This is an optimization exercise on Yosys and OpenROAD, whose aim is small area, not a production implementation. Where RTL was checked, it was by simulation tests only, not by an equivalence proof against the original. The RTL of run 2 was laid out without a check of its function. Power and IR drop assume default switching activity.

<file path="flow/config.mk">
export PLATFORM = sky130hd
export DESIGN_NAME = ps_accumulator
export DESIGN_NICKNAME = ps_accumulator
export VERILOG_FILES = /design/flow/design.v
export SDC_FILE = /design/flow/constraint.sdc
export NUM_CORES = 4
export LEC_CHECK = 0
export CAP_MARGIN = 20
export CORE_MARGIN = 2
export CORE_UTILIZATION = 22
export PLACE_DENSITY = 0.35
export SLEW_MARGIN = 20
</file>
<file path="flow/constraint.sdc">
create_clock -name core_clock -period 6.0 [get_ports {clk}]
set_input_delay 1.2000 -clock core_clock [delete_from_list [all_inputs] [get_ports {clk}]]
set_output_delay 1.2000 -clock core_clock [all_outputs]
set_load 0.01 [all_outputs]
</file>
<file path="flow/run.sh">
#!/bin/bash
# synth_recipe.tcl (not shown) runs the flow's synth.tcl, then flattens the netlist and writes it again
# the make line also repeats each setting of config.mk as NAME=value (left out here)
make -C /OpenROAD-flow-scripts/flow DESIGN_CONFIG=/design/flow/config.mk WORK_HOME=/design/flow/orfs CLKGATE_MAP_FILE= SYNTH_SCRIPT=/design/flow/synth_recipe.tcl finish
</file>
<file path="flow/design.v">
module ps_accumulator #(
  parameter int unsigned ARRWIDTH  = 8,
  parameter int unsigned WORDWIDTH = 8,
  parameter int unsigned DEPTH     = 16,
  localparam int unsigned ACCW     = 4 * WORDWIDTH,
  localparam int unsigned VW       = ACCW * ARRWIDTH,
  localparam int unsigned RW       = $clog2(DEPTH)
) (
  input  logic          clk,
  input  logic          reset_n,
  input  logic          clear_i,
  input  logic          in_valid_i,
  output logic          in_ready_o,
  input  logic          in_first_i,
  input  logic          in_last_i,
  input  logic [VW-1:0] ps_in_vec_i,
  output logic          out_valid_o,
  input  logic          out_ready_i,
  output logic [VW-1:0] out_vec_o,
  output logic [RW-1:0] out_row_o,
  output logic [15:0]   tiles_done_o
);
  logic [VW-1:0] acc_q [DEPTH];
  logic [RW-1:0] wr_ptr_q;
  logic [1:0]    cnt_q, cnt_d;
  logic          in_ready_q, out_valid_q;
  logic [VW-1:0] head_vec_q, tail_vec_q;
  logic [RW-1:0] head_row_q, tail_row_q;
  logic [15:0]   tiles_q;
  logic          accept, push, pop;
  logic [VW-1:0] sum_vec;
  always_comb begin
    accept  = in_valid_i && in_ready_q;
    push    = accept && in_last_i;
    pop     = out_valid_q && out_ready_i;
    sum_vec = '0;
    for (int l = 0; l < int'(ARRWIDTH); l++) begin
      sum_vec[l*ACCW +: ACCW] = ps_in_vec_i[l*ACCW +: ACCW] +
                                (in_first_i ? '0 : acc_q[wr_ptr_q][l*ACCW +: ACCW]);
    end
  end
  always_comb begin
    cnt_d = cnt_q;
    unique case ({push, pop})
      2'b10:   cnt_d = cnt_q + 2'd1;
      2'b01:   cnt_d = cnt_q - 2'd1;
      default: cnt_d = cnt_q;
    endcase
  end
  always_ff @(posedge clk or negedge reset_n) begin
    if (!reset_n) begin
      for (int i = 0; i < int'(DEPTH); i++) acc_q[i] <= '0;
    end else if (!clear_i && accept) begin
      acc_q[wr_ptr_q] <= sum_vec;
    end
  end
  always_ff @(posedge clk or negedge reset_n) begin
    if (!reset_n) begin
      wr_ptr_q    <= '0;
      cnt_q       <= '0;
      in_ready_q  <= 1'b1;
      out_valid_q <= 1'b0;
      head_vec_q  <= '0;
      head_row_q  <= '0;
      tail_vec_q  <= '0;
      tail_row_q  <= '0;
      tiles_q     <= '0;
    end else if (clear_i) begin
      wr_ptr_q    <= '0;
      cnt_q       <= '0;
      in_ready_q  <= 1'b1;
      out_valid_q <= 1'b0;
      head_vec_q  <= '0;
      head_row_q  <= '0;
      tail_vec_q  <= '0;
      tail_row_q  <= '0;
      tiles_q     <= '0;
    end else begin
      cnt_q       <= cnt_d;
      in_ready_q  <= (cnt_d < 2'd2);
      out_valid_q <= (cnt_d != 2'd0);
      if (accept) wr_ptr_q <= wr_ptr_q + 1'b1;
      if (pop && cnt_q == 2'd2) begin
        head_vec_q <= tail_vec_q;
        head_row_q <= tail_row_q;
      end
      if (push) begin
        if (cnt_q == 2'd0 || (cnt_q == 2'd1 && pop)) begin
          head_vec_q <= sum_vec;
          head_row_q <= wr_ptr_q;
        end else begin
          tail_vec_q <= sum_vec;
          tail_row_q <= wr_ptr_q;
        end
        if (wr_ptr_q == RW'(DEPTH - 1)) tiles_q <= tiles_q + 16'd1;
      end
    end
  end
  assign in_ready_o   = in_ready_q;
  assign out_valid_o  = out_valid_q;
  assign out_vec_o    = head_vec_q;
  assign out_row_o    = head_row_q;
  assign tiles_done_o = tiles_q;
endmodule
</file>
==> metrics.yaml, run 1 <==
maxCapViolCount: 0
fin_crit_ps: 5880
io_buffers: 540
worstPathArrival_ps: 6760
crit_chain: "buf_4, ha_4, and3_4, buf_12, buf_4, a22o_1, a221o_1, a2111oi_0, nor3_1, ha_1, nand2_1, o21ai_0, nor2_1, o41ai_1, o21a_1, nand2_1, a311oi_2, buf_4, xnor2_1, buf_12, o21ai_0"
synthTopCellsByCount: "nand2_1, dfrtp_1, o21ai_0, clkbuf_1, a22oi_1"
cp_max_fo: 21
register_area_um2: 116000
cp_slowest_cell: "a2111oi_0"
htreeDepth: 6
synthArstFlopShare: 1.00
rows: 355
rsz0062_at_grt: "no"
grt_overflow: 0
synth_seq_cells: 4640
syn_nets: 22500
timing.hold.ws_ps: 240
hp-class: "input port to asynchronous set/reset pin"
startpoint_type: "register"
viasPerCell: 4.85
cp.buffers_inverters: 5
cts.path.max_buffers: 5
core_area_um2: 933000
multi_input_area_um2: 82200
drive_gt1_frac: 0.115
vias: 172000
synth_top_area_cell: "dfrtp_1"
critPathMaxStageDelay_ps: 580
die_w_um: 970
seq_area_frac_synth: 0.565
antenna_found_initial: 97
grtUsageTotal: 0.217
fin_util: 0.273
min_period_over_period: 0.980
max_freq_mhz: 170
synth_edf_count: 0
worstMarginPinSlew_ps: 1230
ir_drop_mv: 0.210
grt_pass1_wl_um: 1460000
path_clk_slew_ps: 60
numCtsBuffers: 613
start_util: 0.220
p_per_area_nw_per_um2: 385
die_y_um: 970
setup_violations: 0
fin_cells: 35400
dp_hpwl_um: 663000
synth_warnings: 2
fill_cells: 99400
clock_latency_ps: 1070
cts.sinks: 4640
pin_count: 541
dieArea_um2: 942000
synth_most_common_cell: "nand2_1"
finalWirelength_um: 1050000
place.gp.congestion: 0.793
cp-end-kind: "register"
grt_pass1_vias: 171000
netlist.area_leader.share: 0.565
synthCells: 22000
grt_max_degree: 164
wl_per_cell_um: 29.6
tritoncts: "done"
post-route-drc-count: 0
finalHoldViolCount: 0
synth.distinct_cells: 101
worst_path_most_repeated_cell: "buf_4"
dp.cells: 34300
synthTopCellsByArea: "dfrtp_1, nand2_1, o21ai_0"
worstSetupPathType: "register to register"
cts_root_buf: "clkbuf_16"
path_delay_family: "compound AO/OA/AOI/OAI gates"
finalSetupTns_ps: 0
syn2layout_area_growth_pct: 24.1
clock_skew_ps: 93.6
ys.flop_type: "dfrtp_1"
slew_headroom: 0.183
avgSynthCellArea_um2: 9.33
leakage_nw: 111
crit_required_ps: 6880
final_nets: 23200
outcome: "no timing/DRC/antenna violations"
synth_area_um2: 205000
antenna_left: 0
first_iter_violations: 14200
dr.pass1.iters: 9
slew_viol_final: 0
[registers in the layout, summed over array words and instances, names as in the netlist]
| signal | cells |
|---|---|
| cnt_q | 2 |
| head_row_q | 4 |
| tail_row_q | 4 |
| out_valid_q | 1 |
| wr_ptr_q | 4 |
| tiles_q | 16 |
| acc_q | 4096 |
| tail_vec_q | 256 |
| in_ready_q | 1 |
| head_vec_q | 256 |
[worst paths after layout]
kind / end / start / slack (ps) / depth (start not counted)
max: acc_q[14][60]$_DFFE_PN0P_ / wr_ptr_q[0]$_DFFE_PN0P_ / 120 / 21
min: acc_q[5][106]$_DFFE_PN0P_ / reset_n / 240 / 1
max reg2reg: acc_q[14][60]$_DFFE_PN0P_ / wr_ptr_q[0]$_DFFE_PN0P_ / 120 / 21
min reg2reg: acc_q[2][222]$_DFFE_PN0P_ / acc_q[2][222]$_DFFE_PN0P_ / 470 / 2
max in group asynchronous: acc_q[6][244]$_DFFE_PN0P_ / reset_n / 3730 / 3
min in group core_clock: acc_q[2][222]$_DFFE_PN0P_ / acc_q[2][222]$_DFFE_PN0P_ / 470 / 2
[worst reg2reg max path: stages (launching register included)]
cell,delay [ps]
dfrtp_1,400
buf_4,180
ha_4,230
and3_4,340
buf_12,220
buf_4,370
a22o_1,220
a221o_1,280
a2111oi_0,580
nor3_1,240
ha_1,430
nand2_1,170
o21ai_0,260
nor2_1,130
o41ai_1,120
o21a_1,330
nand2_1,270
a311oi_2,330
buf_4,190
xnor2_1,200
buf_12,180
o21ai_0,90
[timing repair]
action,in CTS,in global routing
endpoints found under the setup margin,262,564
buffers inserted,0,10
resized for setup,7,22
hold buffers,0,0
endpoints found under the hold margin,0,0
pin swaps,0,4
[per-stage QoR]
step	instance area, µm²	setup slack (ps)	power, mW
floorplan	205000	800	48.3
global placement	235000	-512	61.6
detailed placement	235000	-498	61.8
CTS	255000	7.90	99.6
global route	255000	10.3	103
finish	255000	119	98.3
[power by group]
part / internal, mW / total, mW / switching (mW)
combinational: 8.08 / 24.0 / 15.9
clock: 22.0 / 37.3 / 15.2
sequential: 35.0 / 37.1 / 2.03
total: 65.1 / 98.3 / 33.1
[area by class of cell]
cell class | instances | share of cell area
Multi-Input combinational cell | 15300 | 0.322
Clock buffer | 896 | 0.0709
Antenna cell | 39 | 0.000383
Clock inverter | 157 | 0.00690
Inverter | 65 | 0.00101
Sequential cell | 4640 | 0.455
Timing Repair Buffer | 1985 | 0.0827
Tap cell | 12300 | 0.0604
[layout by cell type, fill, tap and decap left out, types with 39 or more instances in the layout]
cell	Yosys	layout
buf_4	12	1059
a222oi_1	159	159
buf_12	0	383
dfrtp_1	4639	4637
o21ai_1	217	219
a21oi_1	575	571
a221oi_1	279	277
nand4_1	122	122
xnor2_1	121	112
mux2i_1	166	164
a211oi_1	220	220
xor2_1	111	109
a22oi_1	715	714
a221o_1	50	50
nand2_1	5843	5820
ha_1	258	254
a21o_1	149	149
inv_1	65	63
clkbuf_16	0	623
clkinv_2	0	83
clkdlybuf4s50_1	0	537
nand3_1	197	196
nor2_1	486	472
a31oi_1	114	113
clkbuf_8	0	147
clkbuf_1	1724	126
a31o_2	56	56
o21bai_1	56	56
o21ai_0	4152	4150
diode_2	0	39
and3_1	229	221
nor3_1	177	169
a311oi_1	68	65
a22o_1	327	327
[cell families after synthesis]
family | Yosys count | synth area share
compound gates | 7408 | 0.219
simple gates | 7225 | 0.141
flops | 4640 | 0.565
buf+inv | 2041 | 0.0382
fa+ha+maj | 266 | 0.0165
xor+xnor | 243 | 0.0108
mux | 189 | 0.00946
[metal layers]
metal  share of wire  global-route usage  vias to the layer above
li1                -                   -                    78400
met1            0.47               0.307                    88600
met2            0.47               0.361                     3933
met3           0.039              0.0228                     1017
met4           0.022              0.0466                       10
met5        0.000064                   0                        -
==> run 2, diff against run 1 <==
==> flow/design.v (replaced) <==
module ps_accumulator #(
  parameter int unsigned ARRWIDTH  = 8,
  parameter int unsigned WORDWIDTH = 8,
  parameter int unsigned DEPTH     = 16,
  localparam int unsigned ACCW     = 4 * WORDWIDTH,
  localparam int unsigned VW       = ACCW * ARRWIDTH,
  localparam int unsigned RW       = $clog2(DEPTH)
) (
  input  logic          clk,
  input  logic          reset_n,
  input  logic          clear_i,
  input  logic          in_valid_i,
  output logic          in_ready_o,
  input  logic          in_first_i,
  input  logic          in_last_i,
  input  logic [VW-1:0] ps_in_vec_i,
  output logic          out_valid_o,
  input  logic          out_ready_i,
  output logic [VW-1:0] out_vec_o,
  output logic [RW-1:0] out_row_o,
  output logic [15:0]   tiles_done_o
);
  logic [DEPTH*VW-1:0] acc_q;
  logic [DEPTH-1:0]    used_q;
  logic [RW-1:0]       wr_ptr_q;
  logic                in_ready_q, out_valid_q;
  logic [VW-1:0]       head_vec_q;
  logic [RW-1:0]       head_row_q, tail_row_q;
  logic [15:0]         tiles_q;
  logic                accept, push, pop, head_load;
  logic [RW-1:0]       rd_ptr;
  logic [DEPTH-1:0]    rd_sel;
  logic [VW-1:0]       rd_vec, add_a, sum_vec;
  always_comb begin
    accept    = in_valid_i && in_ready_q;
    push      = accept && in_last_i;
    pop       = out_valid_q && out_ready_i;
    head_load = (push && (!out_valid_q || out_ready_i)) || (pop && !in_ready_q);
    rd_ptr    = in_ready_q ? wr_ptr_q : tail_row_q;
    for (int r = 0; r < int'(DEPTH); r++)
      rd_sel[r] = (rd_ptr == RW'(r)) && used_q[r] && !(in_ready_q && in_first_i);
    rd_vec = '0;
    for (int r = 0; r < int'(DEPTH); r++)
      rd_vec = rd_vec | (acc_q[r*VW +: VW] & {VW{rd_sel[r]}});
    add_a = ps_in_vec_i & {VW{in_ready_q}};
    for (int l = 0; l < int'(ARRWIDTH); l++)
      sum_vec[l*ACCW +: ACCW] = add_a[l*ACCW +: ACCW] + rd_vec[l*ACCW +: ACCW];
  end
  for (genvar r = 0; r < int'(DEPTH); r++) begin : g_row
    always_ff @(posedge clk) begin
      if (!clear_i && accept && wr_ptr_q == RW'(r)) acc_q[r*VW +: VW] <= sum_vec;
    end
  end
  always_ff @(posedge clk) begin
    if (!clear_i && head_load) begin
      head_vec_q <= sum_vec;
      head_row_q <= rd_ptr;
    end
    if (!clear_i && push && out_valid_q && !out_ready_i) tail_row_q <= wr_ptr_q;
  end
  always_ff @(posedge clk or negedge reset_n) begin
    if (!reset_n) begin
      used_q      <= '0;
      wr_ptr_q    <= '0;
      in_ready_q  <= 1'b1;
      out_valid_q <= 1'b0;
      tiles_q     <= '0;
    end else if (clear_i) begin
      wr_ptr_q    <= '0;
      in_ready_q  <= 1'b1;
      out_valid_q <= 1'b0;
      tiles_q     <= '0;
    end else begin
      if (accept) begin
        used_q[wr_ptr_q] <= 1'b1;
        wr_ptr_q         <= wr_ptr_q + 1'b1;
      end
      if (push && !pop) begin
        in_ready_q  <= !out_valid_q;
        out_valid_q <= 1'b1;
      end else if (pop && !push) begin
        in_ready_q  <= 1'b1;
        out_valid_q <= !in_ready_q;
      end
      if (push && wr_ptr_q == RW'(DEPTH - 1)) tiles_q <= tiles_q + 16'd1;
    end
  end
  assign in_ready_o   = in_ready_q;
  assign out_valid_o  = out_valid_q;
  assign out_vec_o    = head_vec_q;
  assign out_row_o    = head_row_q;
  assign tiles_done_o = tiles_q;
endmodule
==> run 2 against run 1 <==
  * Final cell count down 38%
  * Via count down 39%
  * Register-to-register slack worse by 140 ps
  * Now fails the layout checks on negative setup slack
  * Highest routed layer unchanged
  * Core utilization up 1.5 points
  * Critical endpoint is now acc_q[2480]$_DFFE_PP_
  * Die area down 18%
  * Largest power group is now registers
  * Area after synthesis down 18%
  * Combinational power down 43%
  * Synthesized cell count down 58%
  * Wire length down 32%
  * Sequential power up 3%
  * Sequential share of layout area up 14 points
  * Clock skew down 30 ps
==> metrics.yaml, run 2 <==
avgSynthCellArea_um2: 18.1  # +94%
leakage_nw: 73.1  # -34%
final_nets: 12000  # -48%
ir_drop_mv: 0.310  # +48%
violations: "negative setup slack"
dp_hpwl_um: 428000  # -35%
synthCells: 9297  # -58%
final_common_cell: "edfxtp_1"
cp-end-kind: "register"
wl_per_cell_um: 32.5  # +10%
fin_util: 0.288  # +0.0147
grt_overflow: 0  # unchanged
syn_nets: 9823  # -56%
cts.sinks: 4398  # -5.2%
critPathMaxStageDelay_ps: 730  # +150 ps
fin_ws_ps: -18.6  # -137 ps
min_period_over_period: 1.00  # +0.0229
slew_viol_final: 0  # unchanged
crit_required_ps: 6900  # +20 ps
synth.distinct_cells: 89  # -12%
maxCapViolCount: 0  # unchanged
dieArea_um2: 772000  # -18%
synth_most_common_cell: "edfxtp_1"
antenna_found_initial: 39  # -60%
tritoncts: "done"
antenna_left: 0  # unchanged
io_buffers: 540  # unchanged
outcome: "failed layout checks"
synth_warnings: 1  # -1
vias: 105000  # -39%
synth_seq_cells: 4398  # -5.2%
layout.cells.most_common_list: "edfxtp_1, buf_4, a22o_1"
post-route-drc-count: 0  # unchanged
wl_met1_um: 323000  # -34%
grt_pass1_wl_um: 963000  # -34%
largest_reg_flops: 4096  # unchanged
clock_latency_ps: 1100  # +30 ps
die_y_um: 879  # -9.5%
setup_violations: 8  # +8
netlist.area_leader.share: 0.778  # +0.213
postCtsHoldBufs: 0  # unchanged
cts_root_buf: "clkbuf_16"
rows: 321  # -9.6%
slew_headroom: 0.286  # +0.104
fin_crit_ps: 6020  # +137 ps
htreeDepth: 6  # unchanged
finalSetupTns_ps: -139  # -139 ps
drive_gt1_frac: 0.212  # +0.0977
cp_max_fo: 13  # -38%
numCtsBuffers: 531  # -13%
clock_skew_ps: 63.7  # -30.0 ps
synthTopCellsByCount: "edfxtp_1, a221oi_1, a22o_1, nand4_1, and2_1"
place_worst_setup_slack_ps: -1830  # -1330 ps
wl_met3_um: 31100  # -23%
start_util: 0.221  # +0.000283
fin_area_um2: 220000  # -14%
cp_slowest_cell: "dfstp_4"
wl_met2_um: 349000  # -29%
worstMarginPinSlew_ps: 1070  # -156 ps
pin_count: 541  # unchanged
worstPathArrival_ps: 6920  # +160 ps
synthArstFlopShare: 0.00864  # -0.991
place_area_um2: 200000  # -15%
p_per_area_nw_per_um2: 379  # -1.8%
synth_edf_count: 4360  # +4360
r2r_slack_ps: -20  # -140 ps
grtUsageTotal: 0.179  # -0.0387
rsz0062_at_grt: "yes"
dr.pass1.iters: 6  # -3
finalHoldViolCount: 0  # unchanged
top_regs: "acc_q (4096), head_vec_q (256)"
syn2layout_area_growth_pct: 30.6
synthTopCellsByArea: "edfxtp_1, a221oi_1, a22o_1"
hp-class: "input port to asynchronous set/reset pin"
grt_pass1_vias: 107000  # -37%
core_area_um2: 763000  # -18%
cts.path.max_buffers: 4  # -1
worst_path_most_repeated_cell: "buf_4"
synth_top_area_cell: "edfxtp_1"
die_w_um: 879  # -9.5%
top_register: "acc_q"
path_clk_slew_ps: 70  # about the same
seq_area_frac_synth: 0.784  # +0.218
viasPerCell: 4.74  # -2.3%
finalWirelength_um: 717000  # -32%
startpoint_type: "register"
worstSetupPathType: "register to register"
place.gp.congestion: 0.804  # +1.4%
timing.hold.ws_ps: 268  # +27.5 ps
top_layer: "met5"
max_freq_mhz: 166  # -2.3%
synth_area_um2: 168000  # -18%
grt_max_degree: 78  # -52%
first_iter_violations: 9439  # -34%
ys.flop_type: "edfxtp_1"
==> run 2: cell families after synthesis <==
group / Yosys count / share of synthesized area
DFF: 4398 / 0.784
AOI/OAI and AO/OA: 2733 / 0.134
muxes: 10 / 0.000625
adders and majority gates: 263 / 0.0199
xor gates and xnor gates: 228 / 0.0119
and+or+nand+nor: 1083 / 0.0355
buffers and inverters: 582 / 0.0147
==> run 2: report_power, final <==
part	switching [mW]	internal, mW	total (mW)	leakage (nW)
Sequential	0.242	37.9	38.2	39.8
Clock	13.5	18.0	31.5	8.13
Combinational	8.24	5.35	13.6	25.3
Total	22.0	61.3	83.2	73.1
==> run 2: metal layers <==
metal | global-route usage | vias up
met5 | 0 | -
met2 | 0.306 | 2873
met1 | 0.246 | 57100
met4 | 0.0323 | 6
li1 | - | 43900
met3 | 0.0216 | 717
==> run 2: repair_timing <==
action / CTS / global route
setup endpoints to repair: 1444 / 1173
gates cloned: 12 / 8
gates resized for setup: 207 / 118
endpoints found under the hold margin: 0 / 0
buffers inserted: 33 / 39
pin swaps: 33 / 30
==> run 2: through the flow <==
stage | power, mW | std cells
floorplan | 43.7 | 9297
global placement | 51.8 | 21000
detailed placement | 52.1 | 21000
CTS | 84.2 | 22000
global route | 86.3 | 22000
finish | 83.2 | 22100
==> run 2: worst paths after layout <==
| kind | startpoint | end | cells after the start |
|---|---|---|---|
| min in group core_clock | used_q[12]$_DFFE_PN0P_ | used_q[12]$_DFFE_PN0P_ | 1 |
| worst min-delay path | reset_n | tiles_q[15]$_DFFE_PN0P_ | 2 |
| worst max-delay path | in_ready_q$_DFFE_PN1P_ | acc_q[2480]$_DFFE_PP_ | 26 |
| worst max register to register | in_ready_q$_DFFE_PN1P_ | acc_q[2480]$_DFFE_PP_ | 26 |
| worst min register to register | used_q[12]$_DFFE_PN0P_ | used_q[12]$_DFFE_PN0P_ | 1 |
| max in group asynchronous | reset_n | used_q[10]$_DFFE_PN0P_ | 2 |
==> run 2: layout make-up <==
class                           instances  area (µm²)
Antenna cell                           35        87.6
Clock buffer                          642       13900
Clock inverter                        298        2920
Fill cell                           75800      543000
Inverter                               84         315
Multi-Input combinational cell       4317       35400
Sequential cell                      4398      132000
Tap cell                            10200       12700
Timing Repair Buffer                 2110       22600
==> run 2: worst max-delay path, delay by kind of cell, from the launching register on <==
kind | cells | cell delay [ps]
AOI/OAI and AO/OA | 8 | 1420
adders and majority gates | 1 | 280
buffers and inverters | 12 | 1990
DFF | 1 | 730
and+or+nand+nor | 5 | 1380
==> run 3, diff against run 2 <==
==> flow/design.v (replaced) <==
module ps_accumulator #(
  parameter int unsigned ARRWIDTH  = 8,
  parameter int unsigned WORDWIDTH = 8,
  parameter int unsigned DEPTH     = 16,
  localparam int unsigned ACCW     = 4 * WORDWIDTH,
  localparam int unsigned VW       = ACCW * ARRWIDTH,
  localparam int unsigned RW       = $clog2(DEPTH)
) (
  input  logic          clk,
  input  logic          reset_n,
  input  logic          clear_i,
  input  logic          in_valid_i,
  output logic          in_ready_o,
  input  logic          in_first_i,
  input  logic          in_last_i,
  input  logic [VW-1:0] ps_in_vec_i,
  output logic          out_valid_o,
  input  logic          out_ready_i,
  output logic [VW-1:0] out_vec_o,
  output logic [RW-1:0] out_row_o,
  output logic [15:0]   tiles_done_o
);
  logic [DEPTH*VW-1:0] acc_q;
  logic [DEPTH-1:0]    used_q, rd_oh_q, rd_oh_d;
  logic [RW-1:0]       wr_ptr_q, wr_ptr_d;
  logic                in_ready_q, in_ready_d, out_valid_q, out_valid_d;
  logic [VW-1:0]       head_vec_q;
  logic [RW-1:0]       head_row_q, tail_row_q, tail_row_d;
  logic [15:0]         tiles_q;
  logic                accept, push, pop, head_load;
  logic [RW-1:0]       rd_ptr, rd_ptr_d;
  logic [DEPTH-1:0]    rd_sel;
  logic [VW-1:0]       rd_vec, add_a, sum_vec;
  always_comb begin
    accept    = in_valid_i && in_ready_q;
    push      = accept && in_last_i;
    pop       = out_valid_q && out_ready_i;
    head_load = (push && (!out_valid_q || out_ready_i)) || (pop && !in_ready_q);
    rd_ptr    = in_ready_q ? wr_ptr_q : tail_row_q;
    rd_sel    = rd_oh_q & used_q & {DEPTH{!(in_ready_q && in_first_i)}};
    rd_vec    = '0;
    for (int r = 0; r < int'(DEPTH); r++)
      rd_vec = rd_vec | (acc_q[r*VW +: VW] & {VW{rd_sel[r]}});
    add_a = ps_in_vec_i & {VW{in_ready_q}};
    for (int l = 0; l < int'(ARRWIDTH); l++)
      sum_vec[l*ACCW +: ACCW] = add_a[l*ACCW +: ACCW] + rd_vec[l*ACCW +: ACCW];
  end
  always_comb begin
    wr_ptr_d    = wr_ptr_q;
    in_ready_d  = in_ready_q;
    out_valid_d = out_valid_q;
    tail_row_d  = tail_row_q;
    if (clear_i) begin
      wr_ptr_d    = '0;
      in_ready_d  = 1'b1;
      out_valid_d = 1'b0;
    end else begin
      if (accept) wr_ptr_d = wr_ptr_q + 1'b1;
      if (push && !pop) begin
        in_ready_d  = !out_valid_q;
        out_valid_d = 1'b1;
      end else if (pop && !push) begin
        in_ready_d  = 1'b1;
        out_valid_d = !in_ready_q;
      end
      if (push && out_valid_q && !out_ready_i) tail_row_d = wr_ptr_q;
    end
    rd_ptr_d = in_ready_d ? wr_ptr_d : tail_row_d;
    for (int r = 0; r < int'(DEPTH); r++) rd_oh_d[r] = (rd_ptr_d == RW'(r));
  end
  for (genvar r = 0; r < int'(DEPTH); r++) begin : g_row
    always_ff @(posedge clk) begin
      if (!clear_i && accept && rd_oh_q[r]) acc_q[r*VW +: VW] <= sum_vec;
    end
  end
  always_ff @(posedge clk) begin
    if (!clear_i && head_load) begin
      head_vec_q <= sum_vec;
      head_row_q <= rd_ptr;
    end
    tail_row_q <= tail_row_d;
  end
  always_ff @(posedge clk or negedge reset_n) begin
    if (!reset_n) begin
      used_q      <= '0;
      rd_oh_q     <= DEPTH'(1);
      wr_ptr_q    <= '0;
      in_ready_q  <= 1'b1;
      out_valid_q <= 1'b0;
      tiles_q     <= '0;
    end else begin
      rd_oh_q     <= rd_oh_d;
      wr_ptr_q    <= wr_ptr_d;
      in_ready_q  <= in_ready_d;
      out_valid_q <= out_valid_d;
      if (clear_i) begin
        tiles_q <= '0;
      end else begin
        if (accept) used_q <= used_q | rd_oh_q;
        if (push && wr_ptr_q == RW'(DEPTH - 1)) tiles_q <= tiles_q + 16'd1;
      end
    end
  end
  assign in_ready_o   = in_ready_q;
  assign out_valid_o  = out_valid_q;
  assign out_vec_o    = head_vec_q;
  assign out_row_o    = head_row_q;
  assign tiles_done_o = tiles_q;
endmodule
--- a/flow/config.mk
+++ b/flow/config.mk
@@ -7,6 +7,8 @@
 export LEC_CHECK = 0
 export CAP_MARGIN = 20
 export CORE_MARGIN = 2
-export CORE_UTILIZATION = 22
-export PLACE_DENSITY = 0.35
+export CORE_UTILIZATION = 55
+export CTS_BUF_LIST = sky130_fd_sc_hd__clkbuf_4 sky130_fd_sc_hd__clkbuf_8
+export CTS_CLUSTER_SIZE = 20
+export PLACE_DENSITY = 0.65
 export SLEW_MARGIN = 20
==> run 3 against run 2 <==
  * The run now finishes clean
  * Count of clock-buffer cells in the layout rose by 265
  * Sequential share of layout area rose by 5.3 points
  * Critical path depth fell by 5
  * Critical endpoint is now acc_q[1630]$_DFFE_PP_
==> metrics.yaml, run 3 <==
outcome: "no timing/DRC/antenna violations"
worstSetupPathType: "register to register"
antenna_left: 0  # unchanged
cp-end-kind: "register"
fin_cells: 15900  # -28%
pwr-share-clk: 0.337  # -0.041
dp_hpwl_um: 291000  # -32%
numCtsBuffers: 682  # +28%
place_area_um2: 189000  # -5.5%
worstMarginPinSlew_ps: 1100  # +34.5 ps
synth.distinct_cells: 78  # -12%
place_worst_setup_slack_ps: -1340  # +488 ps
layout.cells.most_common_list: "edfxtp_1, a221oi_1, a22o_1"
internal_power_mw: 54.2  # -11%
vias: 105000  # +0.56%
clock_skew_ps: 80.7  # +17.0 ps
dr.pass1.iters: 8  # +2
synth_edf_count: 4356  # -0.092%
cts_root_buf: "clkbuf_8"
seq_area_frac_synth: 0.786  # +0.00201
rows: 203  # -37%
synthTopCellsByArea: "edfxtp_1, a221oi_1, a22o_1"
startpoint_type: "register"
multi_input_area_um2: 34500  # -2.4%
post-route-drc-count: 0  # unchanged
htreeDepth: 6  # unchanged
setup_violations: 0  # -8
io_buffers: 540  # unchanged
grt_pass1_vias: 104000  # -3.3%
antenna_found_initial: 17  # -56%
place.gp.congestion: 0.908  # +13%
fin_area_um2: 203000  # -7.8%
synth_seq_cells: 4414  # +0.36%
synthCells: 9320  # +0.25%
register_area_um2: 132000  # +0.27%
leakage_nw: 68.9  # -5.9%
synth_most_common_cell: "edfxtp_1"
max_freq_mhz: 170  # +2.1%
wl_per_cell_um: 32.5  # -0.14%
viasPerCell: 6.63  # +40%
slew_viol_final: 0  # unchanged
clock_latency_ps: 1240  # +140 ps
timing.hold.ws_ps: 118  # -150 ps
start_util: 0.552  # +0.331
top_register: "acc_q"
finalWirelength_um: 515000  # -28%
min_period_over_period: 0.982  # -0.0210
core_area_um2: 305000  # -60%
synth_top_area_cell: "edfxtp_1"
synth_area_um2: 168000  # about the same
cp_max_fo: 16  # +3
final_common_cell: "edfxtp_1"
die_w_um: 557  # -37%
cts.sinks: 4414  # +0.36%
finalSetupTns_ps: 0  # +139 ps
dieArea_um2: 310000  # -60%
path_clk_slew_ps: 60  # about the same
synthTopCellsByCount: "edfxtp_1, a221oi_1, a22o_1, clkbuf_1, nand4_1"
grt_overflow: 0  # unchanged
power.total_mw: 72.4  # -13%
power_switching_share: 0.251  # -0.0132
drive_gt1_frac: 0.202  # -0.0101
slew_headroom: 0.261  # -0.0251
seq_power_share: 0.520  # +0.062
p_per_area_nw_per_um2: 357  # -5.6%
fin_util: 0.664  # +0.376
finalHoldViolCount: 0  # unchanged
ys.flop_type: "edfxtp_1"
synth_warnings: 1  # unchanged
maxCapViolCount: 0  # unchanged
fin_crit_ps: 5890  # -126 ps
p_sw_mw: 18.1  # -17%
power_frac_comb: 0.143  # -0.020
hp-class: "input port to asynchronous set/reset pin"
grt_pass1_wl_um: 730000  # -24%
largest_reg_flops: 4096  # unchanged
cts.path.max_buffers: 4  # unchanged
tritoncts: "done"
dp.cells: 14600  # -30%
avgSynthCellArea_um2: 18.1  # -0.23%
grtUsageTotal: 0.327  # +0.148
top_regs: "acc_q (4096), head_vec_q (256)"
worstPathArrival_ps: 6850  # -70 ps
netlist.area_leader.share: 0.777  # -0.000847
syn_nets: 9841  # +0.18%
grt_max_degree: 95  # +22%
crit_required_ps: 6960  # +60 ps
final_nets: 11700  # -1.9%
die_y_um: 557  # -37%
pin_count: 541  # unchanged
syn2layout_area_growth_pct: 20.4
synthArstFlopShare: 0.0122  # +0.00359
fill_cells: 20100  # -73%
first_iter_violations: 13500  # +43%
fin_ws_ps: 107  # +126 ps
ir_drop_mv: 0.237  # -24%
run 3: changes by cell type after synthesis, sizes merged, moves of 20 or more:
cell    delta
a21oi     +31
inv       -27
buf      -188
clkbuf   +205
a21o      -32
nor3      -20
run 3: final cells by class:
| cell class | count | area share |
|---|---|---|
| flip-flops and latches | 4414 | 0.653 |
| clock inverters | 294 | 0.00940 |
| multi-input cells | 4333 | 0.170 |
| repair buffers | 1725 | 0.0857 |
| inverters | 58 | 0.00107 |
| well taps | 4100 | 0.0253 |
| clock buffers | 907 | 0.0552 |
| diodes | 22 | 0.000272 |
run 3: worst max-delay path: stages, from the launching register on:
cell and delay, ps:
dfstp_4 610, nand2_1 80, buf_12 160, and3_4 200, a22o_1 220, a221oi_1 320, nand4_1 220, buf_4 190
ha_1 200, fa_1 450, a21oi_1 320, o21bai_1 170, o31ai_1 380, buf_4 200, o21ai_0 250, a22o_1 340
a221o_1 370, a211oi_1 250, buf_4 170, a21oi_1 140, xor2_4 220, buf_12 160
run 3: final timing paths:
kind	from	end	slack, ps	depth (start not counted)
worst min register to register	used_q[14]$_DFFE_PN0P_	used_q[14]$_DFFE_PN0P_	470	1
max in group asynchronous	reset_n	rd_oh_q[9]$_DFF_PN0_	5300	2
worst max-delay path	in_ready_q$_DFF_PN1_	acc_q[1630]$_DFFE_PP_	110	21
min in group core_clock	used_q[14]$_DFFE_PN0P_	used_q[14]$_DFFE_PN0P_	470	1
worst max register to register	in_ready_q$_DFF_PN1_	acc_q[1630]$_DFFE_PP_	110	21
worst min-delay path	reset_n	tiles_q[14]$_DFFE_PN0P_	120	2
run 3: cells by family after synthesis:
family | after synthesis | synth area share
DFF | 4414 | 0.786
AOI/OAI and AO/OA | 2741 | 0.133
and+or+nand+nor | 1092 | 0.0359
buffers and inverters | 573 | 0.0129
adders and majority gates | 258 | 0.0195
xor gates and xnor gates | 233 | 0.0121
muxes | 9 | 0.000572
run 3: power groups by stage:
stage	combinational, mW	clock [mW]	sequential (mW)
finish	10.3	24.4	37.7
detailed placement	10.1	0	38.3
CTS	10.1	24.6	37.7
floorplan	4.38	0	38.4
global placement	9.70	0	38.3
global route	11.0	25.9	37.7
run 3: layer usage:
layer / up-vias / part of all wire / routed length, µm / GRT usage
met4: 4 / 0.041 / 21200 / 0.127
met2: 6871 / 0.47 / 242000 / 0.519
met5: - / 0.000045 / 23 / 0
li1: 43400 / - / - / -
met3: 955 / 0.11 / 56100 / 0.0564
met1: 53900 / 0.38 / 195000 / 0.455
run 3: what timing repair did:
item,4_1_cts,5_1_grt
hold buffers,0,0
gates resized for setup,3,25
pin swaps,0,3
setup buffers,0,1
setup endpoints to repair,51,337
endpoints found under the hold margin,0,0
==> run 4, diff against run 3 <==
==> flow/flow/run.sh (new file) <==
#!/bin/bash
# Standard ORFS layout with: CTS without dummy loads and with small clock
# buffers, and minimum-size port buffers. Each tool's output goes to the ORFS
# logs; make's own output goes to flow_make.log here.
set -euo pipefail
cd "$(dirname "$0")/.."
bash standard.sh \
  "CTS_ARGS=-sink_clustering_enable -repair_clock_nets -dont_use_dummy_load -sink_clustering_size 20 -buf_list {sky130_fd_sc_hd__clkbuf_4 sky130_fd_sc_hd__clkbuf_8}" \
  "BUFFER_PORTS_ARGS=-buffer_cell sky130_fd_sc_hd__buf_1" \
  finish > flow_make.log 2>&1
==> flow/standard.sh (new file) <==
#!/bin/bash
# synth_recipe.tcl (not shown) runs the flow's synth.tcl, then flattens the netlist and writes it again
# the make line also repeats each setting of config.mk as NAME=value (left out here)
make -C /OpenROAD-flow-scripts/flow DESIGN_CONFIG=/design/flow/config.mk WORK_HOME=/design/flow/orfs CLKGATE_MAP_FILE= SYNTH_SCRIPT=/design/flow/synth_recipe.tcl "${@:-finish}"
removed: flow/run.sh
==> run 4 against run 3 <==
  * Sequential power about the same
  * First-iteration DRC count increased by 2.3%
  * Via count decreased by 1.1%
  * Core utilization decreased by 2.4 points
  * Clock power decreased by 16%
  * Non-clock buffer count decreased by 26
  * Critical endpoint is now acc_q[382]$_DFFE_PP_
==> metrics.yaml, run 4 <==
power_switching_share: 0.248  # -0.00295
seq_power_share: 0.556  # +0.036
numCtsBuffers: 692  # +1.5%
fin_area_um2: 195000  # -3.6%
top_register: "acc_q"
io_buffers: 540  # unchanged
cp_max_fo: 17  # +1
grt_max_degree: 115  # +21%
finalWirelength_um: 518000  # +0.59%
synth_area_um2: 168000  # unchanged
grt_pass1_wl_um: 733000  # +0.38%
synthTopCellsByCount: "edfxtp_1, a221oi_1, a22o_1, clkbuf_1, nand4_1"
place_area_um2: 185000  # -1.9%
p_sw_mw: 16.8  # -7.4%
finalHoldViolCount: 0  # unchanged
synthArstFlopShare: 0.0122  # unchanged
outcome: "no timing/DRC/antenna violations"
antenna_left: 0  # unchanged
netlist.area_leader.share: 0.777  # unchanged
synth.distinct_cells: 78  # unchanged
htreeDepth: 6  # unchanged
slew_viol_final: 0  # unchanged
die_y_um: 557  # unchanged
startpoint_type: "register"
grt_overflow: 0  # unchanged
syn2layout_area_growth_pct: 16.1
core_area_um2: 305000  # unchanged
dieArea_um2: 310000  # unchanged
synth_most_common_cell: "edfxtp_1"
leakage_nw: 65.4  # -5.0%
slew_headroom: 0.230  # -0.0312
tritoncts: "done"
synth_warnings: 1  # unchanged
fin_util: 0.641  # -0.0236
maxCapViolCount: 0  # unchanged
cts_root_buf: "clkbuf_8"
crit_required_ps: 6880  # -80 ps
syn_nets: 9841  # unchanged
cts.path.max_buffers: 4  # unchanged
dr.pass1.iters: 7  # -1
setup_violations: 0  # unchanged
seq_area_frac_synth: 0.786  # unchanged
rsz0062_at_grt: "no"
avgSynthCellArea_um2: 18.1  # unchanged
viasPerCell: 6.79  # +2.4%
p_per_area_nw_per_um2: 347  # -2.9%
grt_pass1_vias: 104000  # -0.36%
power_frac_comb: 0.143  # about the same
fin_crit_ps: 5800  # -91.9 ps
ir_drop_mv: 0.272  # +15%
drive_gt1_frac: 0.181  # -0.0213
ys.flop_type: "edfxtp_1"
post-route-drc-count: 0  # unchanged
cts.sinks: 4414  # unchanged
top_regs: "acc_q (4096), head_vec_q (256)"
internal_power_mw: 51.0  # -6.0%
clock_skew_ps: 123  # +42.4 ps
power.total_mw: 67.8  # -6.3%
hp-class: "input port to asynchronous set/reset pin"
r2r-start: "in_ready_q$_DFF_PN1_"
synth_edf_count: 4356  # unchanged
cp-startpoint: "in_ready_q$_DFF_PN1_"
worstMarginPinSlew_ps: 1160  # +50.9 ps
dp_hpwl_um: 298000  # +2.6%
max_freq_mhz: 172  # +1.6%
die_w_um: 557  # unchanged
worstSetupPathType: "register to register"
final_common_cell: "edfxtp_1"
final_nets: 11700  # -0.14%
postCtsHoldBufs: 0  # unchanged
vias: 104000  # -1.1%
rows: 203  # unchanged
cp-end-kind: "register"
place_worst_setup_slack_ps: -811  # +526 ps
fin_ws_ps: 199  # +91.9 ps
worstPathArrival_ps: 6680  # -170 ps
first_iter_violations: 13800  # +2.3%
pwr-share-clk: 0.301  # -0.036
pin_count: 541  # unchanged
synthCells: 9320  # unchanged
path_clk_slew_ps: 60  # about the same
start_util: 0.552  # unchanged
grtUsageTotal: 0.329  # +0.00247
synth_top_area_cell: "edfxtp_1"
place.gp.congestion: 0.904  # -0.44%
synthTopCellsByArea: "edfxtp_1, a221oi_1, a22o_1"
synth_seq_cells: 4414  # unchanged
clock_latency_ps: 1240  # about the same
layout.cells.most_common_list: "edfxtp_1, a221oi_1, a22o_1"
wl_per_cell_um: 33.8  # +4.2%
largest_reg_flops: 4096  # unchanged
min_period_over_period: 0.967  # -0.0153
antenna_found_initial: 22  # +5
==> run 4: cell count changes in the layout (fill, tap and decap cells not counted), moves of 13 or more <==
cell,before,now
buf_1,0,539
bufinv_16,15,0
clkbuf_4,209,0
clkdlybuf4s50_1,539,0
clkinv_1,174,1
clkinv_2,57,0
inv_6,13,0
xnor2_1,146,123
xnor2_2,15,38
==> run 4: power by group through the flow <==
stage	clock network [mW]	logic, mW	registers [mW]
2_1_floorplan	0	4.38	38.4
3_3_place_gp	0	8.99	38.3
3_5_place_dp	0	9.40	38.3
4_1_cts	20.6	9.45	37.7
5_1_grt	21.8	10.4	37.7
6_report	20.4	9.69	37.7
==> run 4: routing by layer <==
| metal | GRT usage | part of all wire | up-vias |
|---|---|---|---|
| met5 | 0 | 0.000089 | - |
| met1 | 0.457 | 0.38 | 53300 |
| met3 | 0.0642 | 0.12 | 968 |
| met4 | 0.121 | 0.039 | 8 |
| li1 | - | - | 42800 |
| met2 | 0.520 | 0.47 | 6985 |
==> run 4: final cells by class <==
type | count | area, µm²
clock buffer | 692 | 9520
timing repair buffer | 1699 | 13600
multi-input combinational | 4333 | 34600
inverter | 58 | 218
antenna | 11 | 27.5
sequential | 4414 | 132000
fill | 20900 | 110000
tap | 4100 | 5130
==> run 4: timing repair <==
| item | in CTS | in global routing |
|---|---|---|
| gates cloned | 0 | 0 |
| pin swaps | 0 | 1 |
| setup endpoints to repair | 39 | 185 |
| resized for setup | 3 | 14 |
| setup buffers | 0 | 0 |
==> run 4: logic make-up after synthesis <==
kind of cell    after synthesis  share of synthesized area
flops                      4414                      0.786
fa+ha+maj                   258                     0.0195
mux                           9                   0.000572
simple gates               1092                     0.0359
compound gates             2741                      0.133
buf+inv                     573                     0.0129
xor+xnor                    233                     0.0121
==> run 4: per-stage QoR <==
| step | instances | hold WS (ps) | TNS (ps) |
|---|---|---|---|
| after detailed placement | 14600 | 455 | -381340 |
| final | 15300 | 159 | 0 |
| after global routing | 15300 | 221 | 0 |
| after CTS | 15300 | 101 | 0 |
| after floorplan | 9320 | 430 | -3798050 |
| after global placement | 14600 | 452 | -289950 |
==> run 4: critical path: stages, from the launching register on <==
cell and delay, ps:
dfstp_4 600, nand2_1 90, buf_12 170, and3_4 210, buf_4 180, buf_4 160, a22o_1 260, a221oi_1 360
nand4_1 280, ha_1 300, fa_1 490, a211oi_1 330, o21ai_0 180, a21oi_1 160, buf_4 140, a211oi_1 120
a211oi_1 520, o21ai_1 200, a31o_2 260, a21oi_1 190, xnor2_1 130, buf_12 160
==> run 4: final timing paths <==
check,end,slack (ps),cells after the start
hold / removal,tiles_q[11]$_DFFE_PN0P_,160,2
max in group asynchronous,rd_oh_q[4]$_DFF_PN0_,5250,2
setup reg to reg,acc_q[382]$_DFFE_PP_,200,21
hold reg to reg,used_q[11]$_DFFE_PN0P_,470,1
setup / recovery,acc_q[382]$_DFFE_PP_,200,21
min in group core_clock,out_valid_q$_DFFE_PN0P_,420,4
==> run 5, diff against run 4 <==
--- a/flow/design.v
+++ b/flow/design.v
@@ -21,7 +21,7 @@
   output logic [15:0]   tiles_done_o
 );
   logic [DEPTH*VW-1:0] acc_q;
-  logic [DEPTH-1:0]    used_q, rd_oh_q, rd_oh_d;
+  logic [DEPTH-1:0]    used_q, used_d, rd_oh_q, rd_oh_d, rd_sel_q;
   logic [RW-1:0]       wr_ptr_q, wr_ptr_d;
   logic                in_ready_q, in_ready_d, out_valid_q, out_valid_d;
   logic [VW-1:0]       head_vec_q;
@@ -29,7 +29,6 @@
   logic [15:0]         tiles_q;
   logic                accept, push, pop, head_load;
   logic [RW-1:0]       rd_ptr, rd_ptr_d;
-  logic [DEPTH-1:0]    rd_sel;
   logic [VW-1:0]       rd_vec, add_a, sum_vec;
   always_comb begin
     accept    = in_valid_i && in_ready_q;
@@ -37,11 +36,11 @@
     pop       = out_valid_q && out_ready_i;
     head_load = (push && (!out_valid_q || out_ready_i)) || (pop && !in_ready_q);
     rd_ptr    = in_ready_q ? wr_ptr_q : tail_row_q;
-    rd_sel    = rd_oh_q & used_q & {DEPTH{!(in_ready_q && in_first_i)}};
     rd_vec    = '0;
     for (int r = 0; r < int'(DEPTH); r++)
-      rd_vec = rd_vec | (acc_q[r*VW +: VW] & {VW{rd_sel[r]}});
-    add_a = ps_in_vec_i & {VW{in_ready_q}};
+      rd_vec = rd_vec | (acc_q[r*VW +: VW] & {VW{rd_sel_q[r]}});
+    add_a  = ps_in_vec_i & {VW{in_ready_q}};
+    rd_vec = rd_vec & {VW{!(in_ready_q && in_first_i)}};
     for (int l = 0; l < int'(ARRWIDTH); l++)
       sum_vec[l*ACCW +: ACCW] = add_a[l*ACCW +: ACCW] + rd_vec[l*ACCW +: ACCW];
   end
@@ -50,12 +49,16 @@
     in_ready_d  = in_ready_q;
     out_valid_d = out_valid_q;
     tail_row_d  = tail_row_q;
+    used_d      = used_q;
     if (clear_i) begin
       wr_ptr_d    = '0;
       in_ready_d  = 1'b1;
       out_valid_d = 1'b0;
     end else begin
-      if (accept) wr_ptr_d = wr_ptr_q + 1'b1;
+      if (accept) begin
+        wr_ptr_d = wr_ptr_q + 1'b1;
+        used_d   = used_q | rd_oh_q;
+      end
       if (push && !pop) begin
         in_ready_d  = !out_valid_q;
         out_valid_d = 1'b1;
@@ -84,19 +87,21 @@
     if (!reset_n) begin
       used_q      <= '0;
       rd_oh_q     <= DEPTH'(1);
+      rd_sel_q    <= '0;
       wr_ptr_q    <= '0;
       in_ready_q  <= 1'b1;
       out_valid_q <= 1'b0;
       tiles_q     <= '0;
     end else begin
       rd_oh_q     <= rd_oh_d;
+      rd_sel_q    <= rd_oh_d & used_d;
+      used_q      <= used_d;
       wr_ptr_q    <= wr_ptr_d;
       in_ready_q  <= in_ready_d;
       out_valid_q <= out_valid_d;
       if (clear_i) begin
         tiles_q <= '0;
       end else begin
-        if (accept) used_q <= used_q | rd_oh_q;
         if (push && wr_ptr_q == RW'(DEPTH - 1)) tiles_q <= tiles_q + 16'd1;
       end
     end
==> flow/flow/run.sh (replaced) <==
#!/bin/bash
# Standard ORFS layout, except: clock tree with small leaf clock buffers in
# tight clusters, strong root and trunk buffers and no dummy loads, and
# minimum-size port buffers. make's output goes to flow_make.log here; each
# ORFS step's full log is in orfs/logs/.
set -euo pipefail
cd "$(dirname "$0")/.."
bash standard.sh \
  "CTS_ARGS=-sink_clustering_enable -repair_clock_nets -dont_use_dummy_load -sink_buffer_max_cap_derate 1.0 -sink_clustering_size 8 -sink_clustering_max_diameter 40 -buf_list {sky130_fd_sc_hd__clkbuf_4} -root_buf sky130_fd_sc_hd__clkbuf_16 -tree_buf sky130_fd_sc_hd__clkbuf_8" \
  "BUFFER_PORTS_ARGS=-buffer_cell sky130_fd_sc_hd__buf_1" \
  finish > flow_make.log 2>&1
--- a/flow/config.mk
+++ b/flow/config.mk
@@ -8,7 +8,5 @@
 export CAP_MARGIN = 20
 export CORE_MARGIN = 2
 export CORE_UTILIZATION = 55
-export CTS_BUF_LIST = sky130_fd_sc_hd__clkbuf_4 sky130_fd_sc_hd__clkbuf_8
-export CTS_CLUSTER_SIZE = 20
 export PLACE_DENSITY = 0.65
 export SLEW_MARGIN = 20
==> run 5 against run 4 <==
  * Sequential share of layout area rose by 2.7 points
  * Clock skew increased by 11 ps
  * Die area grew 1.0%
  * Sequential cell count increased by 16
  * Critical path type unchanged
  * Highest routed layer unchanged
==> metrics.yaml, run 5 <==
max_freq_mhz: 173  # +0.44%
drive_gt1_frac: 0.136  # -0.0446
slew_viol_final: 0  # unchanged
tritoncts: "done"
worstMarginPinSlew_ps: 1190  # +33.9 ps
syn_nets: 10200  # +3.8%
crit_chain: "buf_4, a221oi_1, nand4_1, nand2_1, inv_1, ha_1, a21oi_1, nor2_1, nor3_1, nor4_1, o31ai_1, buf_4, a31oi_1, a211o_1, a21oi_1, buf_4, xor2_2"
crit_required_ps: 6770  # -110 ps
path_clk_slew_ps: 80  # +20 ps
maxCapViolCount: 0  # unchanged
cp_max_fo: 22  # +5
grt_pass1_vias: 103000  # -0.079%
fill_cells: 22600  # +8.1%
layout.cells.most_common_list: "edfxtp_1, a221oi_1, a22o_1"
synth_seq_cells: 4430  # +0.36%
fin_area_um2: 189000  # -3.5%
ys.flop_type: "edfxtp_1"
power.total_mw: 61.6  # -9.1%
clock_skew_ps: 134  # +10.7 ps
worstSetupPathType: "register to register"
dr.pass1.iters: 6  # -1
numCtsBuffers: 660  # -4.6%
final_nets: 11500  # -1.8%
cp_slowest_cell: "dfrtp_4"
grt_max_degree: 82  # -29%
leakage_nw: 60.7  # -7.1%
top_register: "acc_q"
avgSynthCellArea_um2: 17.5  # -2.9%
post-route-drc-count: 0  # unchanged
finalWirelength_um: 536000  # +3.5%
min_period_over_period: 0.963  # -0.00428
ir_drop_mv: 0.246  # -9.5%
synth_warnings: 1  # unchanged
outcome: "no timing/DRC/antenna violations"
cts_setup_buffers: 0  # unchanged
cp-end-kind: "register"
slew_headroom: 0.205  # -0.0253
hp-class: "input port to asynchronous set/reset pin"
synth_area_um2: 170000  # +1.0%
synthTopCellsByCount: "edfxtp_1, a221oi_1, a22o_1, a22oi_1, clkbuf_1"
core_area_um2: 308000  # +1.1%
critPathMaxStageDelay_ps: 750  # +150 ps
antenna_found_initial: 24  # +9.1%
fin_crit_ps: 5780  # -25.7 ps
viasPerCell: 6.97  # +2.6%
vias: 105000  # +1.4%
grt_overflow: 0  # unchanged
synth_edf_count: 4356  # unchanged
synth_most_common_cell: "edfxtp_1"
grtUsageTotal: 0.335  # +0.00546
cts.sinks: 4430  # +0.36%
finalHoldViolCount: 0  # unchanged
place.gp.congestion: 0.920  # +1.8%
pin_count: 541  # unchanged
start_util: 0.551  # about the same
cts.path.max_buffers: 4  # unchanged
largest_reg_flops: 4096  # unchanged
place_area_um2: 183000  # -1.6%
synthArstFlopShare: 0.0158  # +0.00357
dp_hpwl_um: 315000  # +5.7%
cts_resized: 0  # -3
first_iter_violations: 14800  # +7.3%
syn2layout_area_growth_pct: 10.9
netlist.area_leader.share: 0.769  # -0.00791
dieArea_um2: 314000  # +1.0%
final_common_cell: "edfxtp_1"
synth_top_area_cell: "edfxtp_1"
grt_pass1_wl_um: 754000  # +2.8%
htreeDepth: 6  # unchanged
synth.distinct_cells: 84  # +7.7%
die_w_um: 560  # +0.51%
postCtsHoldBufs: 0  # unchanged
antenna_left: 0  # unchanged
startpoint_type: "register"
rsz0062_at_grt: "no"
seq_area_frac_synth: 0.780  # -0.00564
top_regs: "acc_q (4096), head_vec_q (256)"
worstPathArrival_ps: 6540  # -140 ps
die_y_um: 560  # +0.51%
cts_root_buf: "clkbuf_16"
rows: 204  # +0.49%
setup_violations: 0  # unchanged
p_per_area_nw_per_um2: 327  # -5.9%
synthTopCellsByArea: "edfxtp_1, a221oi_1, a22o_1"
wl_per_cell_um: 35.4  # +4.7%
synthCells: 9693  # +4.0%
worst_path_most_repeated_cell: "buf_4"
io_buffers: 540  # unchanged
clock_latency_ps: 1110  # -130 ps
[run 5: changes by cell type after synthesis, moves of 19 or more]
cell      before  now
inv_1         57   80
a21o_1       102  121
a31oi_1       11  264
nor2_1       161  197
a221oi_1    1030  768
and3_1        44  290
nand4_1      285   32
buf_1         51   77
a22oi_1        6  536
a22o_1      1025  757
[run 5: report_power, final]
part / leakage (nW) / internal [mW] / switching (mW)
Clock: 3.22 / 5.60 / 9.71
Combinational: 17.3 / 2.54 / 6.11
Sequential: 40.2 / 37.4 / 0.237
Total: 60.7 / 45.6 / 16.1
[run 5: final cells by class]
class | instances | area (µm²) | share of cell area
multi-input combinational | 4658 | 36100 | 0.191
tap | 4120 | 5150 | 0.0273
antenna | 23 | 57.6 | 0.000305
timing repair buffer | 1160 | 8910 | 0.0472
sequential | 4430 | 133000 | 0.704
clock buffer | 660 | 5400 | 0.0286
inverter | 82 | 308 | 0.00163
[run 5: kinds of logic after synthesis]
group | after synthesis | synth area share
xor+xnor | 213 | 0.0110
compound gates | 2982 | 0.137
buf+inv | 605 | 0.0134
fa+ha+maj | 258 | 0.0193
flops | 4430 | 0.780
mux | 15 | 0.000920
simple gates | 1190 | 0.0383
[run 5: path summary, 6_finish.rpt]
path                                  startpoint               endpoint  slack, ps  depth (start not counted)
min in group core_clock      used_q[4]$_DFF_PN0_    used_q[4]$_DFF_PN0_        450                          1
max in group asynchronous                reset_n  rd_sel_q[9]$_DFF_PN0_       4870                          2
max                        rd_sel_q[4]$_DFF_PN0_  acc_q[3007]$_DFFE_PP_        220                         17
max reg2reg                rd_sel_q[4]$_DFF_PN0_  acc_q[3007]$_DFFE_PP_        220                         17
min                                      reset_n   rd_oh_q[8]$_DFF_PN0_        350                          2
min reg2reg                  used_q[4]$_DFF_PN0_    used_q[4]$_DFF_PN0_        450                          1
[run 5: layer usage]
| layer | share of wire | vias up | global-route usage |
|---|---|---|---|
| li1 | - | 42900 | - |
| met1 | 0.38 | 54500 | 0.470 |
| met2 | 0.47 | 6998 | 0.527 |
| met3 | 0.11 | 1048 | 0.0631 |
| met4 | 0.038 | 16 | 0.122 |
| met5 | 0.00021 | - | 0 |
[run 5: worst max-delay path, delay by kind of cell, from the launching register on]
kind | cells | cell delay (ps)
compound gates | 6 | 1830
xor+xnor | 1 | 520
fa+ha+maj | 1 | 290
buf+inv | 4 | 790
flops | 1 | 750
simple gates | 5 | 1170
[run 5: metrics by stage]
step	hold WS, ps	TNS [ps]	std cells	utilization	worst slack, ps
2_1_floorplan	421	-1173980	9693	-	-4520
3_3_place_gp	432	-8920	14400	0.591	-261
3_5_place_dp	434	-6510	14400	0.592	-186
4_1_cts	297	0	15100	0.609	112
5_1_grt	406	0	15100	0.612	65.3
6_report	352	0	15100	0.612	225
==> run 6, diff against run 5 <==
--- a/flow/design.v
+++ b/flow/design.v
@@ -30,6 +30,24 @@
   logic                accept, push, pop, head_load;
   logic [RW-1:0]       rd_ptr, rd_ptr_d;
   logic [VW-1:0]       rd_vec, add_a, sum_vec;
+  function automatic logic [ACCW-1:0] bk_add(input logic [ACCW-1:0] a, input logic [ACCW-1:0] b);
+    logic [ACCW-1:0] p, g, gg, pp;
+    p  = a ^ b;
+    g  = a & b;
+    gg = g;
+    pp = p;
+    for (int k = 1; k < int'(ACCW); k = k * 2)
+      for (int i = 2*k - 1; i < int'(ACCW); i = i + 2*k) begin
+        gg[i] = gg[i] | (pp[i] & gg[i-k]);
+        pp[i] = pp[i] & pp[i-k];
+      end
+    for (int k = int'(ACCW) / 4; k >= 1; k = k / 2)
+      for (int i = 3*k - 1; i < int'(ACCW); i = i + 2*k) begin
+        gg[i] = gg[i] | (pp[i] & gg[i-k]);
+        pp[i] = pp[i] & pp[i-k];
+      end
+    bk_add = p ^ {gg[ACCW-2:0], 1'b0};
+  endfunction
   always_comb begin
     accept    = in_valid_i && in_ready_q;
     push      = accept && in_last_i;
@@ -42,7 +60,7 @@
     add_a  = ps_in_vec_i & {VW{in_ready_q}};
     rd_vec = rd_vec & {VW{!(in_ready_q && in_first_i)}};
     for (int l = 0; l < int'(ARRWIDTH); l++)
-      sum_vec[l*ACCW +: ACCW] = add_a[l*ACCW +: ACCW] + rd_vec[l*ACCW +: ACCW];
+      sum_vec[l*ACCW +: ACCW] = bk_add(add_a[l*ACCW +: ACCW], rd_vec[l*ACCW +: ACCW]);
   end
   always_comb begin
     wr_ptr_d    = wr_ptr_q;
==> run 6 against run 5 <==
  * Final area shrank 1.1%
  * Clock power is essentially flat
  * Count of clock-buffer cells in the layout grew 3
  * Clock skew grew 13 ps
  * Sequential share of layout area grew 0.76 points
  * Final cell count shrank 4.2%
  * Area after synthesis shrank 1.2%
  * Wire length shrank 0.75%
  * Global-route usage grew 0.36 points
==> metrics.yaml, run 6 <==
outcome: "no timing/DRC/antenna violations"
finalWirelength_um: 532000  # -0.75%
synth_edf_count: 4356  # unchanged
synthTopCellsByCount: "edfxtp_1, a22oi_1, a22o_1, a221oi_1, clkbuf_1"
grt_max_degree: 82  # unchanged
final_nets: 11100  # -3.4%
layout.cells.most_common_list: "edfxtp_1, a22oi_1, a22o_1"
numCtsBuffers: 663  # +0.45%
clock_skew_ps: 147  # +13.3 ps
path_delay_family: "compound AO/OA/AOI/OAI gates"
top_regs: "acc_q (4096), head_vec_q (256)"
p_per_area_nw_per_um2: 330  # +1.0%
start_util: 0.554  # +0.00231
fin_crit_ps: 5870  # +93.8 ps
viasPerCell: 6.98  # +0.23%
synth_mux_area_frac: 0.00101  # +0.0000933
fin_cells: 14500  # -4.2%
final_common_cell: "edfxtp_1"
worstPathArrival_ps: 6640  # +100 ps
avgSynthCellArea_um2: 18.3  # +4.4%
startpoint_type: "register"
crit_required_ps: 6770  # about the same
maxCapViolCount: 0  # unchanged
dr.pass1.iters: 8  # +2
dp.cells: 13800  # -4.4%
ir_drop_mv: 0.244  # -0.88%
grtUsageTotal: 0.338  # +0.00358
worstSetupPathType: "register to register"
ys.flop_type: "edfxtp_1"
synthTopCellsByArea: "edfxtp_1, a22o_1, a221oi_1"
cp-end-kind: "register"
cp.buffers_inverters: 4  # unchanged
synth_seq_cells: 4430  # unchanged
setup_violations: 0  # unchanged
synthSimpleGateAreaFrac: 0.0327  # -0.00563
core_area_um2: 303000  # -1.6%
cts.sinks: 4430  # unchanged
syn2layout_area_growth_pct: 11.1
first_iter_violations: 14300  # -3.2%
hp-class: "input port to asynchronous set/reset pin"
slew_viol_final: 0  # unchanged
min_period_over_period: 0.978  # +0.0156
synth_most_common_cell: "edfxtp_1"
grt_pass1_wl_um: 742000  # -1.6%
antenna_found_initial: 19  # -21%
die_y_um: 557  # -0.61%
cts_root_buf: "clkbuf_16"
r2r_slack_ps: 130  # -90 ps
synthCells: 9172  # -5.4%
max_freq_mhz: 170  # -1.6%
finalSetupTns_ps: 0  # unchanged
synthArstFlopShare: 0.0158  # unchanged
drive_gt1_frac: 0.142  # +0.00613
synth_compound_area_frac: 0.122  # -0.0154
cts_setup_buffers: 0  # unchanged
fin_area_um2: 187000  # -1.1%
rsz0062_at_grt: "no"
antenna_left: 0  # unchanged
dp_hpwl_um: 307000  # -2.7%
tritoncts: "done"
netlist.area_leader.share: 0.779  # +0.00954
clock_latency_ps: 1110  # about the same
seq_area_frac_synth: 0.790  # +0.00967
worstMarginPinSlew_ps: 1190  # +3.56 ps
path_clk_slew_ps: 100  # +20 ps
synth_warnings: 1  # unchanged
htreeDepth: 6  # unchanged
synth_area_um2: 168000  # -1.2%
die_w_um: 557  # -0.61%
slew_headroom: 0.202  # -0.00238
largest_reg_flops: 4096  # unchanged
vias: 101000  # -4.0%
cts.path.max_buffers: 4  # unchanged
crit_chain: "buf_12, buf_12, a22oi_1, and3_1, a31oi_1, ha_1, fa_1, a211oi_1, o21ai_1, buf_12, o2111ai_1, buf_4, nand2_1, a21o_1, a21oi_1, o21bai_1, a21o_1, fa_1"
synth_xor_xnor_area_share: 0.00694  # -0.00404
synth_fa_ha_area_frac: 0.0327  # +0.0134
post-route-drc-count: 0  # unchanged
synth.distinct_cells: 62  # -26%
finalHoldViolCount: 0  # unchanged
synth_top_family_by_area: "compound AO/OA/AOI/OAI gates"
cp_slowest_cell: "fa_1"
rows: 202  # -0.98%
top_register: "acc_q"
synth_top_area_cell: "edfxtp_1"
postCtsHoldBufs: 0  # unchanged
syn_nets: 9797  # -4.1%
dieArea_um2: 310000  # -1.2%
power.total_mw: 61.6  # about the same
leakage_nw: 60.2  # -0.91%
place_area_um2: 181000  # -1.1%
timing.hold.ws_ps: 51.6  # -300 ps
worst_path_most_repeated_cell: "buf_12"
grt_pass1_vias: 100000  # -3.1%
cp_max_fo: 28  # +27%
wl_per_cell_um: 36.7  # +3.6%
grt_overflow: 0  # unchanged
place.gp.congestion: 0.896  # -2.6%
io_buffers: 540  # unchanged
critPathMaxStageDelay_ps: 950  # +200 ps
pin_count: 541  # unchanged
run 6: cell count changes after synthesis, moves of 74 or more:
cell,delta
a22oi_1,+150
fa_1,+120
a21oi_1,-108
inv_1,+92
xnor2_1,-92
nor2_1,-86
a221oi_1,-85
and3_1,-74
run 6: layout make-up:
type / count / area [µm²]
diodes: 18 / 45.0
flip-flops and latches: 4430 / 133000
inverters: 173 / 657
clock buffers: 663 / 5420
multi-input cells: 4058 / 33500
well taps: 3978 / 4980
repair buffers: 1172 / 9330
fillers: 21900 / 117000
run 6: what timing repair did:
item | in CTS | in global routing
gates resized for setup | 6 | 18
setup endpoints to repair | 96 | 228
pin swaps | 0 | 1
hold endpoints to repair | 0 | 0
run 6: metal layers:
metal	routed length, µm	global-route usage	vias to the layer above
li1	-	-	40600
met1	197000	0.468	52400
met2	250000	0.537	7153
met3	60600	0.0605	1083
met4	23400	0.134	10
met5	64	0	-
run 6: cells by family (layout without fill, tap and decap cells):
| kind of cell | count (synthesis) | in the layout |
|---|---|---|
| flip-flops | 4430 | 4430 |
| AO/OA/AOI/OAI | 2569 | 2569 |
| AND/OR/NAND/NOR | 978 | 978 |
| buffers and inverters | 684 | 2008 |
| adder cells (fa/ha/maj) | 362 | 362 |
| XOR/XNOR | 133 | 133 |
| multiplexers | 16 | 16 |
| other | 0 | 18 |
run 6: stage by stage:
step	util	worst slack (ps)
finish	0.615	131
global route	0.615	8.31
CTS	0.613	22.1
detailed placement	0.595	-561
global placement	0.595	-438
floorplan	-	-2370
run 6: power by group:
group          internal [mW]  switching (mW)
clock                   5.62            9.66
combinational           2.49            6.10
sequential              37.5           0.218
run 6: path summary, 6_finish.rpt:
kind,start,endpoint,cells past startpoint
worst max-delay path,rd_sel_q[10]$_DFF_PN0_,acc_q[1262]$_DFFE_PP_,18
worst min-delay path,reset_n,tiles_q[14]$_DFFE_PN0P_,2
worst max register to register,rd_sel_q[10]$_DFF_PN0_,acc_q[1262]$_DFFE_PP_,18
worst min register to register,used_q[7]$_DFF_PN0_,used_q[7]$_DFF_PN0_,1
max in group asynchronous,reset_n,rd_oh_q[0]$_DFF_PN1_,3
min in group core_clock,in_last_i,out_valid_q$_DFFE_PN0P_,3
run 6: worst register-to-register path, delay by kind of cell, from the launching register on:
family                   cells  cell delay [ps]
AND/OR/NAND/NOR              2              270
AO/OA/AOI/OAI                9             2140
adder cells (fa/ha/maj)      3             1660
buffers and inverters        4              810
flip-flops                   1              660

## static timing again, ports no longer ideal
In the flow no input, the clock included, has a driving cell. The finished layouts below were timed again as built, in two steps. Step 1, drivers: a clkbuf_16 drives clk and a buf_2 each remaining input, both assumed. Step 2, shift: input delay + t, output delay - t, t = (earliest + latest rising clock arrival at the registers) / 2. This alone moves slack from input paths to output paths. Three values: ideal, step 1, step 2; two values: the first two.
| run | shift t [ns] | slack for setup (ns) | hold WS [ns] | latest minus earliest clock arrival (ns) | worst register clock-pin slew, ns |
|---|---|---|---|---|---|
| run 1 | 1.183 | 0.119 / 0.119 / 0.119 | 0.240 / 0.186 / 0.468 | 0.095 / 0.095 | 0.07 / 0.07 |
| run 2 | 1.192 | -0.019 / -0.069 / -1.262 | 0.268 / 0.241 / 0.472 | 0.086 / 0.085 | 0.07 / 0.07 |
| run 3 | 1.317 | 0.107 / 0.107 / -1.012 | 0.118 / 0.023 / 0.472 | 0.083 / 0.083 | 0.07 / 0.07 |
| run 4 | 1.279 | 0.199 / 0.199 / -0.628 | 0.159 / 0.078 / 0.468 | 0.125 / 0.124 | 0.07 / 0.07 |
| run 5 | 1.154 | 0.225 / 0.225 / -0.198 | 0.352 / 0.270 / 0.447 | 0.145 / 0.144 | 0.10 / 0.10 |
| run 6 | 1.143 | 0.131 / 0.131 / -0.458 | 0.052 / -0.024 / 0.448 | 0.150 / 0.150 | 0.10 / 0.10 |
With both steps, setup timing fails in run 3, run 4, run 5 and run 6, where it was met with ideal ports. The setup slack of run 2, which loses most, moves by -0.050 ns with the drivers and by -1.243 ns with both steps.
